What follows belongs to an exercise in optimizing a design on an open flow for small area; a production flow would make more cautious choices. The RTL was checked by simulation tests, not by an equivalence proof against the original design.

// snake_top
module snake_top (
    input  logic        clk25,
    input  logic        rst_n,
    input  logic        key_strobe,
    input  logic [7:0]  key_code,
    input  logic        step,
    input  logic [19:0] pix,
    output logic [11:0] rgb,
    output logic [12:0] head,
    output logic [12:0] apple,
    output logic [6:0]  score,
    output logic        dead
);
For scale: ~79 flip-flops, about 78 I/O pins, about 8200 µm² of cells after synthesis.
==> flow/config.mk <==
export PLATFORM = sky130hd
export DESIGN_NAME = snake_top
export DESIGN_NICKNAME = snake_top
export VERILOG_FILES = /design/flow/design.v
export SDC_FILE = /design/flow/constraint.sdc
export NUM_CORES = 4
export LEC_CHECK = 0
export ABC_AREA = 1
export CAP_MARGIN = 20
export CORE_MARGIN = 2
export CORE_UTILIZATION = 40
export PLACE_DENSITY = 0.6
export SLEW_MARGIN = 20
==> flow/constraint.sdc <==
create_clock -name core_clock -period 10.0 [get_ports {clk25}]
set_input_delay 2.0000 -clock core_clock [delete_from_list [all_inputs] [get_ports {clk25}]]
set_output_delay 2.0000 -clock core_clock [all_outputs]
set_load 0.01 [all_outputs]
standard.sh (not shown) runs the stock make flow with config.mk's settings and CLKGATE_MAP_FILE= SYNTH_SCRIPT=/design/flow/synth_recipe.tcl, a recipe that flattens the netlist after the stock synthesis.
==> flow/flow/run.sh <==
#!/bin/bash
# ORFS layout through standard.sh, with these changes to how it is made:
#  - synthesis: ABC maps the pixel path (pix -> rgb registers) for delay and
#    everything else for area (abc_pix.script, abc_area.script, ABC_AREA 1);
#  - port buffers are buf_1 cells;
#  - CTS inserts no dummy loads.
set -uo pipefail
rm -rf scripts_mod
cp -r "$FLOW_HOME/scripts" scripts_mod
cp flow/abc_area.script flow/abc_pix.script scripts_mod/
python3 flow/patch_synth.py scripts_mod/synth.tcl > patch.log 2>&1 || exit 1
export SCRIPTS_DIR=$PWD/scripts_mod
export BUFFER_PORTS_ARGS="-buffer_cell sky130_fd_sc_hd__buf_1"
export CTS_ARGS="-sink_clustering_enable -repair_clock_nets -dont_use_dummy_load"
bash standard.sh > standard.log 2>&1
==> flow/flow/abc_area.script <==
strash
dch
amap
topo
stime -c
==> flow/flow/abc_pix.script <==
strash
dch
map -D 1800
topo
==> flow/flow/patch_synth.py <==
# Patch a copy of ORFS's synth.tcl: map the logic in the pixel input's cone
# (pix -> rgb registers) with a delay-driven ABC script first, then the rest
# with the area script.
import sys
p = sys.argv[1]
s = open(p).read()
old = "  log_cmd abc {*}$abc_args\n"
new = '''  set a_pix [lreplace $abc_args 1 1 $::env(SCRIPTS_DIR)/abc_pix.script]
  select -set pixl w:pix %co* t:sky130_fd_sc_hd__* %d
  log_cmd abc {*}$a_pix @pixl
  select -clear
  log_cmd abc {*}$abc_args
'''
assert s.count(old) == 1
open(p, 'w').write(s.replace(old, new))
==> next run, changes <==
--- a/flow/flow/run.sh
+++ b/flow/flow/run.sh
@@ -6 +6 @@
-#  - CTS inserts no dummy loads.
+#  - CTS inserts no dummy loads and uses clkbuf_4/clkbuf_8 buffers.
@@ -14 +14 @@
-export CTS_ARGS="-sink_clustering_enable -repair_clock_nets -dont_use_dummy_load"
+export CTS_ARGS="-sink_clustering_enable -repair_clock_nets -dont_use_dummy_load -buf_list {sky130_fd_sc_hd__clkbuf_4 sky130_fd_sc_hd__clkbuf_8} -root_buf sky130_fd_sc_hd__clkbuf_8 -sink_clustering_size 30 -sink_clustering_max_diameter 150"
==> flow/flow/abc_pix.script (replaced) <==
strash
dch
map -D 2000
topo
- CAP_MARGIN: 20 -> 0
- GPL_TIMING_DRIVEN: unset -> 0
- SLEW_MARGIN: 20 -> 0
Outcome: Via count came out lower by about 4%. Worst hold slack is better by 18 ps. Worst setup slack is worse by 140 ps. Die area came out lower by about 2.7%.
==> next run, changes <==
--- a/flow/flow/run.sh
+++ b/flow/flow/run.sh
@@ -14 +14 @@
-export CTS_ARGS="-sink_clustering_enable -repair_clock_nets -dont_use_dummy_load -buf_list {sky130_fd_sc_hd__clkbuf_4 sky130_fd_sc_hd__clkbuf_8} -root_buf sky130_fd_sc_hd__clkbuf_8 -sink_clustering_size 30 -sink_clustering_max_diameter 150"
+export CTS_ARGS="-sink_clustering_enable -repair_clock_nets -dont_use_dummy_load -buf_list {sky130_fd_sc_hd__clkbuf_4 sky130_fd_sc_hd__clkbuf_8} -root_buf sky130_fd_sc_hd__clkbuf_8"
- CORE_UTILIZATION: 40 -> 60
- PLACE_DENSITY: 0.6 -> 0.75
After rerunning: Critical path depth came out higher by 5; area after synthesis does not change; die area went down by about 33%; wire length is lower by 1.0%; final area increases by 0.42%.
==> next run, changes <==
- CORE_UTILIZATION: 60 -> 40
- PLACE_DENSITY: 0.75 -> 0.6
- SETUP_SLACK_MARGIN: unset -> -0.2
Result: The changed run went through all stages and came out clean; utilization shrinks by 24 points; hold slack gets better by 17 ps; non-clock buffer count shrinks by 7; area after synthesis does not change; cell count grows by 6.3%; wire length grows by 0.78%; count of clock-buffer cells in the layout stays the same; clock skew grows by 8.1 ps; critical path depth shrinks by 15.
==> next run, changes <==
--- a/flow/flow/run.sh
+++ b/flow/flow/run.sh
@@ -6 +6 @@
-#  - CTS inserts no dummy loads and uses clkbuf_4/clkbuf_8 buffers.
+#  - CTS inserts no dummy loads.
@@ -14 +14 @@
-export CTS_ARGS="-sink_clustering_enable -repair_clock_nets -dont_use_dummy_load -buf_list {sky130_fd_sc_hd__clkbuf_4 sky130_fd_sc_hd__clkbuf_8} -root_buf sky130_fd_sc_hd__clkbuf_8"
+export CTS_ARGS="-sink_clustering_enable -repair_clock_nets -dont_use_dummy_load"
- CAP_MARGIN: 0 -> 20
- GPL_TIMING_DRIVEN: 0 -> unset
- SETUP_SLACK_MARGIN: -0.2 -> unset
- SLEW_MARGIN: 0 -> 20
Result: Clock skew is lower by 23 ps. Global-route usage is higher by 0.48 points. Non-clock buffer count is higher by 22. Worst hold slack gets worse by 28 ps. Flip-flop and latch count does not change. Utilization is higher by 1.4 points. Design area is higher by 2.9%. Area after synthesis does not change. Critical path depth is higher by 2. Cell count is higher by 1.5%. Via count is higher by 1.6%.

==> afterwards: timing with drivers on the ports <==
Ports are ideal in the flow. The routed layouts listed here were re-timed in OpenROAD. Step 1 sets driving cells, clkbuf_16 on the clock port and buf_2 on the other inputs (assumed; they add their load-dependent delay and slew). Step 2 moves the port delays by t, midway between the first and last clock arrival at a register: inputs arrive t later, outputs are due t later. That takes back most of the time a late clock gives input paths. Three values: ideal, step 1, step 2; two values: the first two.
| run | shift t [ns] | slack for setup (ns) | worst setup path after step 2 | latest minus earliest clock arrival (ns) | pins driven straight from the clock port |
|---|---|---|---|---|---|
| the first run | 0.391 | 0.561 / 0.514 / 0.308 | input to register | 0.025 / 0.025 | 1 |
| the second run | 0.419 | 0.416 / 0.434 / 0.015 | input to register | 0.040 / 0.040 | 1 |
| the third run | 0.411 | 0.441 / 0.460 / 0.049 | input to register | 0.034 / 0.034 | 1 |
| the fourth run | 0.421 | 0.395 / 0.356 / -0.007 | input to register | 0.042 / 0.042 | 1 |
| the fifth run | 0.390 | 0.550 / 0.509 / 0.202 | input to register | 0.020 / 0.020 | 1 |
Met with ideal ports but missed after step 2: setup timing in the fourth run. The setup slack of the fourth run, which loses most, moves by -0.039 ns with the drivers and by -0.402 ns with both steps.
